This design comes from an exercise in tuning for small area and few clock cycles on the open sky130 flow, not from production work. The RTL was checked by simulation tests, not by an equivalence proof against the original design. No activity file was given, so power comes from the tool's default toggle rates.

## design/flow/config.mk

```make
export PLATFORM = sky130hd
export DESIGN_NAME = mppt_telemetry_aggregator_top
export DESIGN_NICKNAME = mppt_telemetry_aggregator_top
export VERILOG_FILES = /design/flow/design.v
export SDC_FILE = /design/flow/constraint.sdc
export NUM_CORES = 4
export LEC_CHECK = 0
export CAP_MARGIN = 20
export CORE_MARGIN = 2
export CORE_UTILIZATION = 40
export SLEW_MARGIN = 20
```

## design/flow/constraint.sdc

```tcl
create_clock -name core_clock -period 5.0 [get_ports {clk}]
set_input_delay 1.0000 -clock core_clock [delete_from_list [all_inputs] [get_ports {clk}]]
set_output_delay 1.0000 -clock core_clock [all_outputs]
set_load 0.01 [all_outputs]
```

## design/flow/run.sh

```bash
#!/bin/bash
# synth_recipe.tcl (not shown) runs the flow's synth.tcl, then flattens the netlist and writes it again
# the make line also repeats each setting of config.mk as NAME=value (left out here)
make -C /OpenROAD-flow-scripts/flow DESIGN_CONFIG=/design/flow/config.mk WORK_HOME=/design/flow/orfs CLKGATE_MAP_FILE= SYNTH_SCRIPT=/design/flow/synth_recipe.tcl finish
```

## design/flow/design.v

```verilog
`default_nettype none
module mta_front (
  input  wire        in_valid,
  output wire        in_ready,
  input  wire [1:0]  in_command,
  input  wire [10:0] in_frame_id,
  input  wire [1:0]  in_frame_status,
  input  wire [15:0] in_word_one,
  input  wire [15:0] in_word_two,
  input  wire [15:0] in_word_three,
  input  wire [15:0] in_word_four,
  input  wire [10:0] cfg_unit_one_id,
  input  wire [10:0] cfg_unit_two_id,
  input  wire        push_ready,
  output wire        push_valid,
  output wire [66:0] push_job
);
  localparam [1:0] CMD_FRAME  = 2'd0;
  localparam [1:0] CMD_POLL   = 2'd1;
  localparam [1:0] CMD_REPORT = 2'd2;
  localparam [1:0] OP_FRAME   = 2'd0;
  localparam [1:0] OP_POLL    = 2'd1;
  localparam [1:0] OP_REPORT  = 2'd2;
  localparam [1:0] StatusOk   = 2'd0;
  reg       keep;
  reg [1:0] op;
  reg       unit;
  always @(*) begin
    keep = 1'b0;
    op   = OP_FRAME;
    unit = 1'b0;
    case (in_command)
      CMD_FRAME: begin
        if (in_frame_status == StatusOk) begin
          if (in_frame_id == cfg_unit_one_id) begin
            keep = 1'b1;
          end else if (in_frame_id == cfg_unit_two_id) begin
            keep = 1'b1;
            unit = 1'b1;
          end
        end
      end
      CMD_POLL: begin
        keep = 1'b1;
        op   = OP_POLL;
      end
      CMD_REPORT: begin
        keep = 1'b1;
        op   = OP_REPORT;
      end
      default: begin
        keep = 1'b0;
      end
    endcase
  end
  assign in_ready   = push_ready;
  assign push_valid = in_valid && keep;
  assign push_job   = {op, unit, in_word_one, in_word_two, in_word_three, in_word_four};
endmodule
`default_nettype wire
`default_nettype none
module mta_queue #(
  parameter integer Depth = 4,
  parameter integer JobW  = 67
) (
  input  wire            clk,
  input  wire            rst_n,
  input  wire            push_valid,
  input  wire [JobW-1:0] push_job,
  output wire            push_ready,
  output wire            head_valid,
  output wire [JobW-1:0] head_job,
  input  wire            pop
);
  localparam integer PtrW = (Depth > 1) ? $clog2(Depth) : 1;
  localparam integer CntW = $clog2(Depth + 1);
  reg  [JobW-1:0] mem_r [0:Depth-1];
  reg  [PtrW-1:0] wr_ptr_r, wr_ptr_nxt;
  reg  [PtrW-1:0] rd_ptr_r, rd_ptr_nxt;
  reg  [CntW-1:0] count_r, count_nxt;
  wire            do_push, do_pop;
  assign push_ready = (count_r != Depth[CntW-1:0]);
  assign do_push    = push_valid && push_ready;
  assign do_pop     = pop && (count_r != {CntW{1'b0}});
  assign head_valid = (count_r != {CntW{1'b0}});
  assign head_job   = mem_r[rd_ptr_r];
  always @(*) begin
    wr_ptr_nxt = wr_ptr_r;
    rd_ptr_nxt = rd_ptr_r;
    count_nxt  = count_r;
    if (do_push) begin
      wr_ptr_nxt = (wr_ptr_r == Depth - 1) ? {PtrW{1'b0}} : wr_ptr_r + 1'b1;
    end
    if (do_pop) begin
      rd_ptr_nxt = (rd_ptr_r == Depth - 1) ? {PtrW{1'b0}} : rd_ptr_r + 1'b1;
    end
    case ({do_push, do_pop})
      2'b10:   count_nxt = count_r + 1'b1;
      2'b01:   count_nxt = count_r - 1'b1;
      default: count_nxt = count_r;
    endcase
  end
  always @(posedge clk) begin
    if (!rst_n) begin
      wr_ptr_r <= {PtrW{1'b0}};
      rd_ptr_r <= {PtrW{1'b0}};
      count_r  <= {CntW{1'b0}};
    end else begin
      wr_ptr_r <= wr_ptr_nxt;
      rd_ptr_r <= rd_ptr_nxt;
      count_r  <= count_nxt;
    end
  end
  always @(posedge clk) begin
    if (do_push) begin
      mem_r[wr_ptr_r] <= push_job;
    end
  end
endmodule
`default_nettype wire
`default_nettype none
module mta_back (
  input  wire        clk,
  input  wire        rst_n,
  input  wire [10:0] cfg_unit_one_id,
  input  wire [10:0] cfg_unit_two_id,
  input  wire [15:0] cfg_temp_limit,
  input  wire [31:0] cfg_serial_no,
  input  wire        head_valid,
  input  wire [66:0] head_job,
  output reg         pop,
  output wire        out_valid,
  input  wire        out_ready,
  output wire [2:0]  out_kind,
  output wire [31:0] out_value_high,
  output wire [31:0] out_value_low,
  output wire        out_last,
  output wire [4:0]  out_status_one,
  output wire [4:0]  out_status_two
);
  localparam [31:0] IdentText    = 32'h4143_7631;
  localparam [4:0]  FlagPending  = 5'h02;
  localparam [4:0]  FlagOvertemp = 5'h10;
  localparam [3:0]  PhaseLast    = 4'd9;
  localparam [2:0] KIND_POLL      = 3'd0;
  localparam [2:0] KIND_SUM       = 3'd1;
  localparam [2:0] KIND_AVG_ONE   = 3'd2;
  localparam [2:0] KIND_AVG_TWO   = 3'd3;
  localparam [2:0] KIND_MAX_TEMP  = 3'd4;
  localparam [2:0] KIND_CHARGE_ID = 3'd5;
  localparam [2:0] KIND_TEMP_PAIR = 3'd6;
  localparam [2:0] KIND_BOARD_ID  = 3'd7;
  localparam [1:0] OP_FRAME  = 2'd0;
  localparam [1:0] OP_POLL   = 2'd1;
  localparam [1:0] OP_REPORT = 2'd2;
  localparam [2:0] GRP_AVG   = 3'd0;
  localparam [2:0] GRP_TEMP  = 3'd1;
  localparam [2:0] GRP_PAIR  = 3'd2;
  localparam [2:0] GRP_IDENT = 3'd3;
  localparam [2:0] GRP_NONE  = 3'd4;
  wire [1:0]  job_op   = head_job[66:65];
  wire        job_unit = head_job[64];
  wire [15:0] job_volt = head_job[63:48];
  wire [15:0] job_curr = head_job[47:32];
  wire [15:0] job_bus  = head_job[31:16];
  wire [15:0] job_temp = head_job[15:0];
  reg  [15:0] avg_v0_r, avg_v1_r, avg_v0_nxt, avg_v1_nxt;
  reg  [15:0] avg_c0_r, avg_c1_r, avg_c0_nxt, avg_c1_nxt;
  reg  [15:0] bus0_r, bus1_r, bus0_nxt, bus1_nxt;
  reg  [15:0] temp0_r, temp1_r, temp0_nxt, temp1_nxt;
  reg  [4:0]  flags0_r, flags1_r, flags0_nxt, flags1_nxt;
  reg         poll_sel_r, poll_sel_nxt;
  reg  [3:0]  phase_r, phase_nxt;
  reg  [1:0]  step_r, step_nxt;
  reg         out_valid_r, out_valid_nxt;
  reg  [2:0]  ow_kind_r;
  reg  [31:0] ow_high_r;
  reg  [31:0] ow_low_r;
  reg         ow_last_r;
  reg  [4:0]  ow_stat1_r;
  reg  [4:0]  ow_stat2_r;
  reg  [2:0]  w_kind;
  reg  [31:0] w_high;
  reg  [31:0] w_low;
  reg         w_last;
  reg         emit;
  reg         finish;
  wire        slot_free;
  reg  [2:0]  grp;
  wire [16:0] bus_sum;
  wire [15:0] temp_max;
  wire [10:0] poll_id;
  wire [4:0]  over_flag;
  function [15:0] smooth;
    input [15:0] avg;
    input [15:0] sample;
    reg   [19:0] t;
    begin
      t = {avg, 4'b0000} - {4'b0000, avg} + {4'b0000, sample};
      smooth = t[19:4];
    end
  endfunction
  always @(*) begin
    case (phase_r)
      4'd0, 4'd3, 4'd6: grp = GRP_AVG;
      4'd1, 4'd4, 4'd7: grp = GRP_TEMP;
      4'd2, 4'd5, 4'd8: grp = GRP_PAIR;
      4'd9:             grp = GRP_IDENT;
      default:          grp = GRP_NONE;
    endcase
  end
  assign slot_free = !out_valid_r || out_ready;
  assign bus_sum   = {1'b0, bus0_r} + {1'b0, bus1_r};
  assign temp_max  = (temp1_r >= temp0_r) ? temp1_r : temp0_r;
  assign poll_id   = poll_sel_r ? cfg_unit_two_id : cfg_unit_one_id;
  assign over_flag = (job_temp > cfg_temp_limit) ? FlagOvertemp : 5'd0;
  always @(*) begin
    avg_v0_nxt   = avg_v0_r;
    avg_v1_nxt   = avg_v1_r;
    avg_c0_nxt   = avg_c0_r;
    avg_c1_nxt   = avg_c1_r;
    bus0_nxt     = bus0_r;
    bus1_nxt     = bus1_r;
    temp0_nxt    = temp0_r;
    temp1_nxt    = temp1_r;
    flags0_nxt   = flags0_r;
    flags1_nxt   = flags1_r;
    poll_sel_nxt = poll_sel_r;
    phase_nxt    = phase_r;
    step_nxt     = step_r;
    emit         = 1'b0;
    finish       = 1'b0;
    pop          = 1'b0;
    w_kind       = 3'd0;
    w_high       = 32'd0;
    w_low        = 32'd0;
    w_last       = 1'b0;
    if (head_valid) begin
      case (job_op)
        OP_FRAME: begin
          pop = 1'b1;
          if (!job_unit) begin
            bus0_nxt   = job_bus;
            temp0_nxt  = job_temp;
            avg_v0_nxt = smooth(avg_v0_r, job_volt);
            avg_c0_nxt = smooth(avg_c0_r, job_curr);
            flags0_nxt = (flags0_r | over_flag) & ~FlagPending;
          end else begin
            bus1_nxt   = job_bus;
            temp1_nxt  = job_temp;
            avg_v1_nxt = smooth(avg_v1_r, job_volt);
            avg_c1_nxt = smooth(avg_c1_r, job_curr);
            flags1_nxt = (flags1_r | over_flag) & ~FlagPending;
          end
        end
        OP_POLL: begin
          if (slot_free) begin
            emit = 1'b1;
            pop  = 1'b1;
            if (!poll_sel_r) begin
              flags0_nxt = flags0_r | FlagPending;
            end else begin
              flags1_nxt = flags1_r | FlagPending;
            end
            poll_sel_nxt = ~poll_sel_r;
            w_kind       = KIND_POLL;
            w_low        = {21'd0, poll_id};
            w_last       = 1'b1;
          end
        end
        OP_REPORT: begin
          if (slot_free) begin
            emit = 1'b1;
            case (step_r)
              2'd0: begin
                w_kind = KIND_SUM;
                w_low  = {15'd0, bus_sum};
                w_last = (grp == GRP_NONE);
              end
              2'd1: begin
                case (grp)
                  GRP_AVG: begin
                    w_kind = KIND_AVG_ONE;
                    w_high = {16'd0, avg_v0_r};
                    w_low  = {16'd0, avg_c0_r};
                  end
                  GRP_TEMP: begin
                    w_kind = KIND_MAX_TEMP;
                    w_low  = {16'd0, temp_max};
                  end
                  GRP_PAIR: begin
                    w_kind = KIND_TEMP_PAIR;
                    w_high = {16'd0, temp0_r};
                    w_low  = {16'd0, temp1_r};
                    w_last = 1'b1;
                  end
                  GRP_IDENT: begin
                    w_kind = KIND_BOARD_ID;
                    w_high = IdentText;
                    w_low  = cfg_serial_no;
                    w_last = 1'b1;
                  end
                  default: begin
                    w_kind = KIND_SUM;
                    w_low  = {15'd0, bus_sum};
                    w_last = 1'b1;
                  end
                endcase
              end
              default: begin
                if (grp == GRP_AVG) begin
                  w_kind = KIND_AVG_TWO;
                  w_high = {16'd0, avg_v1_r};
                  w_low  = {16'd0, avg_c1_r};
                end else begin
                  w_kind = KIND_CHARGE_ID;
                  w_high = IdentText;
                  w_low  = cfg_serial_no;
                end
                w_last = 1'b1;
              end
            endcase
            finish = w_last;
            if (finish) begin
              pop       = 1'b1;
              step_nxt  = 2'd0;
              phase_nxt = (phase_r >= PhaseLast) ? 4'd0 : phase_r + 1'b1;
            end else begin
              step_nxt = step_r + 1'b1;
            end
          end
        end
        default: begin
          pop = 1'b1;
        end
      endcase
    end
    if (emit) begin
      out_valid_nxt = 1'b1;
    end else if (out_ready) begin
      out_valid_nxt = 1'b0;
    end else begin
      out_valid_nxt = out_valid_r;
    end
  end
  always @(posedge clk) begin
    if (!rst_n) begin
      avg_v0_r    <= 16'd0;
      avg_v1_r    <= 16'd0;
      avg_c0_r    <= 16'd0;
      avg_c1_r    <= 16'd0;
      bus0_r      <= 16'd0;
      bus1_r      <= 16'd0;
      temp0_r     <= 16'd0;
      temp1_r     <= 16'd0;
      flags0_r    <= 5'd0;
      flags1_r    <= 5'd0;
      poll_sel_r  <= 1'b0;
      phase_r     <= 4'd0;
      step_r      <= 2'd0;
      out_valid_r <= 1'b0;
    end else begin
      avg_v0_r    <= avg_v0_nxt;
      avg_v1_r    <= avg_v1_nxt;
      avg_c0_r    <= avg_c0_nxt;
      avg_c1_r    <= avg_c1_nxt;
      bus0_r      <= bus0_nxt;
      bus1_r      <= bus1_nxt;
      temp0_r     <= temp0_nxt;
      temp1_r     <= temp1_nxt;
      flags0_r    <= flags0_nxt;
      flags1_r    <= flags1_nxt;
      poll_sel_r  <= poll_sel_nxt;
      phase_r     <= phase_nxt;
      step_r      <= step_nxt;
      out_valid_r <= out_valid_nxt;
    end
  end
  always @(posedge clk) begin
    if (emit) begin
      ow_kind_r  <= w_kind;
      ow_high_r  <= w_high;
      ow_low_r   <= w_low;
      ow_last_r  <= w_last;
      ow_stat1_r <= flags0_nxt;
      ow_stat2_r <= flags1_nxt;
    end
  end
  assign out_valid      = out_valid_r;
  assign out_kind       = ow_kind_r;
  assign out_value_high = ow_high_r;
  assign out_value_low  = ow_low_r;
  assign out_last       = ow_last_r;
  assign out_status_one = ow_stat1_r;
  assign out_status_two = ow_stat2_r;
endmodule
`default_nettype wire
`default_nettype none
module mppt_telemetry_aggregator_top #(
  parameter integer QueueDepth = 4
) (
  input  wire        clk,
  input  wire        rst_n,
  input  wire        in_valid,
  output wire        in_ready,
  input  wire [1:0]  in_command,
  input  wire [10:0] in_frame_id,
  input  wire [1:0]  in_frame_status,
  input  wire [15:0] in_word_one,
  input  wire [15:0] in_word_two,
  input  wire [15:0] in_word_three,
  input  wire [15:0] in_word_four,
  output wire        out_valid,
  input  wire        out_ready,
  output wire [2:0]  out_kind,
  output wire [31:0] out_value_high,
  output wire [31:0] out_value_low,
  output wire        out_last,
  output wire [4:0]  out_status_one,
  output wire [4:0]  out_status_two,
  input  wire        cfg_valid,
  output wire        cfg_ready,
  input  wire [1:0]  cfg_index,
  input  wire [31:0] cfg_data
);
  localparam [1:0] CFG_UNIT_ONE_ID = 2'd0;
  localparam [1:0] CFG_UNIT_TWO_ID = 2'd1;
  localparam [1:0] CFG_TEMP_LIMIT  = 2'd2;
  localparam [1:0] CFG_SERIAL      = 2'd3;
  reg  [10:0] unit_one_id_r;
  reg  [10:0] unit_two_id_r;
  reg  [15:0] temp_limit_r;
  reg  [31:0] serial_no_r;
  wire        q_push_valid;
  wire [66:0] q_push_job;
  wire        q_push_ready;
  wire        q_head_valid;
  wire [66:0] q_head_job;
  wire        q_pop;
  assign cfg_ready = 1'b1;
  always @(posedge clk) begin
    if (!rst_n) begin
      unit_one_id_r <= 11'd0;
      unit_two_id_r <= 11'd1;
      temp_limit_r  <= 16'd7000;
      serial_no_r   <= 32'd0;
    end else if (cfg_valid) begin
      case (cfg_index)
        CFG_UNIT_ONE_ID: unit_one_id_r <= cfg_data[10:0];
        CFG_UNIT_TWO_ID: unit_two_id_r <= cfg_data[10:0];
        CFG_TEMP_LIMIT:  temp_limit_r  <= cfg_data[15:0];
        default:         serial_no_r   <= cfg_data;
      endcase
    end
  end
  mta_front u_front (
    .in_valid        (in_valid),
    .in_ready        (in_ready),
    .in_command      (in_command),
    .in_frame_id     (in_frame_id),
    .in_frame_status (in_frame_status),
    .in_word_one     (in_word_one),
    .in_word_two     (in_word_two),
    .in_word_three   (in_word_three),
    .in_word_four    (in_word_four),
    .cfg_unit_one_id (unit_one_id_r),
    .cfg_unit_two_id (unit_two_id_r),
    .push_ready      (q_push_ready),
    .push_valid      (q_push_valid),
    .push_job        (q_push_job)
  );
  mta_queue #(
    .Depth (QueueDepth),
    .JobW  (67)
  ) u_queue (
    .clk        (clk),
    .rst_n      (rst_n),
    .push_valid (q_push_valid),
    .push_job   (q_push_job),
    .push_ready (q_push_ready),
    .head_valid (q_head_valid),
    .head_job   (q_head_job),
    .pop        (q_pop)
  );
  mta_back u_back (
    .clk             (clk),
    .rst_n           (rst_n),
    .cfg_unit_one_id (unit_one_id_r),
    .cfg_unit_two_id (unit_two_id_r),
    .cfg_temp_limit  (temp_limit_r),
    .cfg_serial_no   (serial_no_r),
    .head_valid      (q_head_valid),
    .head_job        (q_head_job),
    .pop             (q_pop),
    .out_valid       (out_valid),
    .out_ready       (out_ready),
    .out_kind        (out_kind),
    .out_value_high  (out_value_high),
    .out_value_low   (out_value_low),
    .out_last        (out_last),
    .out_status_one  (out_status_one),
    .out_status_two  (out_status_two)
  );
endmodule
`default_nettype wire
```

==> run summary <==
layout cells sized above 1 under 10%; peak supply drop 0.262 mV; worst skew pair latency between 0.6 and 0.7 ns; die height roughly 270 um; asr flop ratio synth 0%; synth unique cells 78; I/O pin cnt around 200; Crit Path Category flip-flop to flip-flop; post-cts resize count 0; clock group share of total power about a quarter; Diodes inserted 0; HPWL Detailed between 50000 and 60000 um; Hold WC Path Type flip-flop to flip-flop; Post-layout nets just over 3000; Worst Path Max Fanout 23; initial antenna violation count 2; Synth area leaders edfxtp_1 (34%), dfxtp_1 (16%), ha_1 (6.5%); final setup violating endpoints 0; Max Clock Skew 0.0389 ns; H-tree levels 2; number of synthesized flops with an enable pin 325; Comb pwr share ~40%; Die ar. approximately 73000 um2; unrepaired setup endpoints after global routing false; standard-cell rows a little under 100; Max Fclk around 0.23 GHz; largest net degree at the start of global routing ~110; Detail Route Antenna Nets 0; Post-Place Cells between 3000 and 4000; cts bufs inserted 59; switching fraction of total power 35.8%; total wire length 75600 um; Period minus WS final approximately 4.3 ns; R2R cell count 14; internal cell power about 11 mW; Synth Area per Inst roughly 11 um2; Hold Crit Endpoint serial_no_r[27]; Core Area about 70000 um2; Seq cells post-synth 547; total gr overflow 0; Post-CTS Hold Buffers 0; CP required 5.56 ns; clock edge transition at the registers on the reported setup and hold paths about 0.060 ns; final hold viol count 0; Port Buf Inserts between 150 and 200; Slew Limit Fails 0; top-area cell type share of the netlist area about a third; sequential share of the synthesized area 50.2%; Critical Path, Cell by Cell mux4_2, inv_1, fa_1, inv_1, ha_1, or3_1, o21ai_0, a31oi_4, nand3_2, a222oi_1, a311oi_2, xnor2_1, or3_1, a21boi_1; clk root buf clkbuf_16; Hold Path Depth 2; Synth Warn # 4; first-pass GRT wire length 116000 um; Die X-Extent around 270 um; arrival time worst endpoint 4.87 ns; Syn-to-layout area delta 17.4%; filler instances between 6000 and 7000; reg2reg setup slack 0.70 ns; Worst path slowest cell a222oi_1; Post-Syn Instances 2577; status timing/DRC/antenna clean; fin crit share 86.1%; starting density of the core between 40% and 50%; clk sink count 547; DRC violations left 0; prevailing post-synth register cell edfxtp_1; vias in the first global route 19700; area leader, netlist edfxtp_1; Setup crit start kind flip-flop; DR vias/cell 5.26; maximum capacitance violations 0; Net Sw Power between 6 and 7 mW; worst-case clock buffer depth 3; leakage between 10 and 15 nW; setup bufs post-CTS 0; reg2reg end u_back.avg_v0_r[15]; Worst Min Path Start serial_no_r[27]; routed via count a little under 20000; First-pass DRT Iterations 8; CTS tree built; Post-Synthesis Cell Area 28300 um2; crit end category flip-flop; worst setup margin around 0.70 ns; post-route setup TNS 0 ns; Pwr Density 506 nW/um2; WL per Instance slightly above 20 um; GRT Total Usage between 20% and 30%; Reg power frac approximately a third; initial DRC count roughly 1700; RD Place Congestion between 0.9 and 1; post-route insts no fill between 3000 and 4000; CP peak stage delay between 0.6 and 0.7 ns; DP Worst Slack 0.493 ns; worst slew pin tran 1.03 ns; slew margin rel. a little under a third
cell usage after synthesis (12+ instances only):
cell / n
ha_1: 148
o21ai_0: 103
a21o_1: 35
buf_1: 20
nand2b_1: 18
a211oi_1: 12
nand2_1: 378
xnor2_1: 57
edfxtp_1: 325
nor2b_1: 25
o211ai_1: 17
o221ai_1: 16
o22ai_1: 13
fa_1: 50
nor3_1: 14
xor2_1: 37
a21boi_0: 125
buf_4: 22
and2_1: 65
mux4_2: 67
mux2i_1: 56
nor2_1: 84
a21oi_1: 103
clkbuf_1: 90
inv_1: 259
nand4_1: 13
nand3_1: 37
dfxtp_1: 222
cells by family (layout without fill, tap and decap cells):
kind of cell	after synthesis	after routing	share of synthesized area (%)
and+or+nand+nor	681	681	10.9
DFF	547	547	50.2
AOI/OAI and AO/OA	528	528	12.7
buffers and inverters	395	593	5.57
adders and majority gates	198	198	10.1
muxes	132	132	7.67
xor gates and xnor gates	94	94	2.91
other	2	18	0.0265
registers in the layout, summed over array words and instances, names as in the netlist, 4 cells and up, named ones only:
| name | cells |
|---|---|
| u_back.temp1_r | 16 |
| serial_no_r | 32 |
| u_back.bus1_r | 16 |
| u_back.avg_c1_r | 16 |
| u_back.temp0_r | 16 |
| unit_two_id_r | 11 |
| unit_one_id_r | 11 |
| u_queue.mem_r | 268 |
| u_back.avg_c0_r | 16 |
| u_back.bus0_r | 16 |
| u_back.phase_r | 4 |
| u_back.ow_low_r | 32 |
| temp_limit_r | 16 |
| u_back.avg_v1_r | 16 |
| u_back.ow_high_r | 17 |
| u_back.avg_v0_r | 16 |
per-stage QoR:
step	hold WS [ns]	area [um2]	util, %	total power, mW
after floorplan	0.439	28400	-	10.4
after global placement	0.449	31200	44.5	12.2
after detailed placement	0.456	31200	44.5	12.3
after CTS	0.464	33200	47.4	16.9
after global routing	0.482	33200	47.4	17.8
final	0.461	33200	47.4	16.8
layout make-up:
cell class	count	area [um2]	share of cell area, %
clock buffer	70	1530	4.60
clock inverter	40	492	1.48
inverter	259	972	2.93
multi-input combinational	1651	12600	38.0
sequential	547	14200	42.8
tap	940	1180	3.54
timing repair buffer	224	2230	6.71
critical path: cells and delay by family, from the launching register on:
kind	cells	cell delay (ns)
compound gates	5	1.42
xor+xnor	1	0.18
simple gates	3	0.56
buf+inv	2	0.22
mux	1	0.57
flops	1	0.67
fa+ha+maj	2	0.60
how the worst max path moves through the flow:
| stage | from | end | slack, ns | cells past startpoint |
|---|---|---|---|---|
| 3_3_place_gp | in_frame_id[8] | u_queue.count_r[2] | 0.52 | 15 |
| 6_report | flip-flop | u_back.avg_v0_r[15] | 0.70 | 14 |
| 3_5_place_dp | in_command[0] | u_queue.count_r[2] | 0.49 | 16 |
| 4_1_cts | flip-flop | u_back.avg_v0_r[15] | 0.64 | 14 |
| 5_1_grt | flip-flop | u_back.avg_v0_r[15] | 0.40 | 14 |
| 2_1_floorplan | flip-flop | u_back.avg_v0_r[15] | 0.27 | 18 |
power by group through the flow:
stage | combinational [mW] | clock, mW | sequential [mW]
2_1_floorplan | 4.72 | 0 | 5.65
3_3_place_gp | 6.43 | 0 | 5.74
3_5_place_dp | 6.58 | 0 | 5.75
4_1_cts | 6.63 | 4.57 | 5.66
5_1_grt | 7.37 | 4.77 | 5.70
6_report | 6.66 | 4.49 | 5.65
layer usage:
metal,share of wire (%),vias up,track usage (%)
li1,-,9328,-
met1,44,9629,27.8
met2,47,561,33.6
met3,5.5,103,3.19
met4,3.0,2,6.51
met5,0.012,-,0
cell usage in the layout (no fill, tap or decap), types with 13 or more instances in the layout:
master / synthesis / final
ha_1: 148 / 148
nand2b_1: 18 / 18
o221ai_1: 16 / 16
a21o_1: 35 / 35
mux4_2: 67 / 67
fa_1: 50 / 50
edfxtp_1: 325 / 325
a21boi_0: 125 / 125
xnor2_1: 57 / 57
o21ai_0: 103 / 103
nor3_1: 14 / 14
nor2_1: 84 / 83
conb_1: 2 / 18
inv_1: 259 / 259
buf_4: 22 / 37
a21oi_1: 103 / 103
nand2_1: 378 / 378
mux2i_1: 56 / 56
nand3_1: 37 / 36
and2_1: 65 / 60
o22ai_1: 13 / 13
xor2_1: 37 / 37
nand4_1: 13 / 13
nor2b_1: 25 / 25
clkdlybuf4s50_1: 0 / 179
o211ai_1: 17 / 17
clkbuf_16: 0 / 59
dfxtp_1: 222 / 220
Testbench counts, summed over its fixed seeds: cycles 19,319.

-- separate check: timing with driven ports --
How much do the figures lean on ideal ports? The routed layout below was timed once more, with nothing changed but the port constraints.
Step 1: set_driving_cell puts a clkbuf_16 on clk and a buf_2 on each other input, an assumption about the parent block.
Step 2 adds t to the input delays and takes it off the output delays; t is the mean of the earliest and latest rising clock arrival at the registers after step 1. Input paths then give back, and output paths get back, about the clock's delay inside the block.
a / b / c = ideal ports / drivers / drivers and shift; a / b = the first two.
shift t [ns]: 0.698
slack for setup (ns): 0.695 / 0.695 / 0.403
clock arrival spread, ns: 0.039 / 0.039
worst slew at a driven data input, ns: 0.08
After both steps setup and hold are still met in this run. For this run, drivers alone change the setup slack by 0.000 ns; drivers and shift together by -0.292 ns.
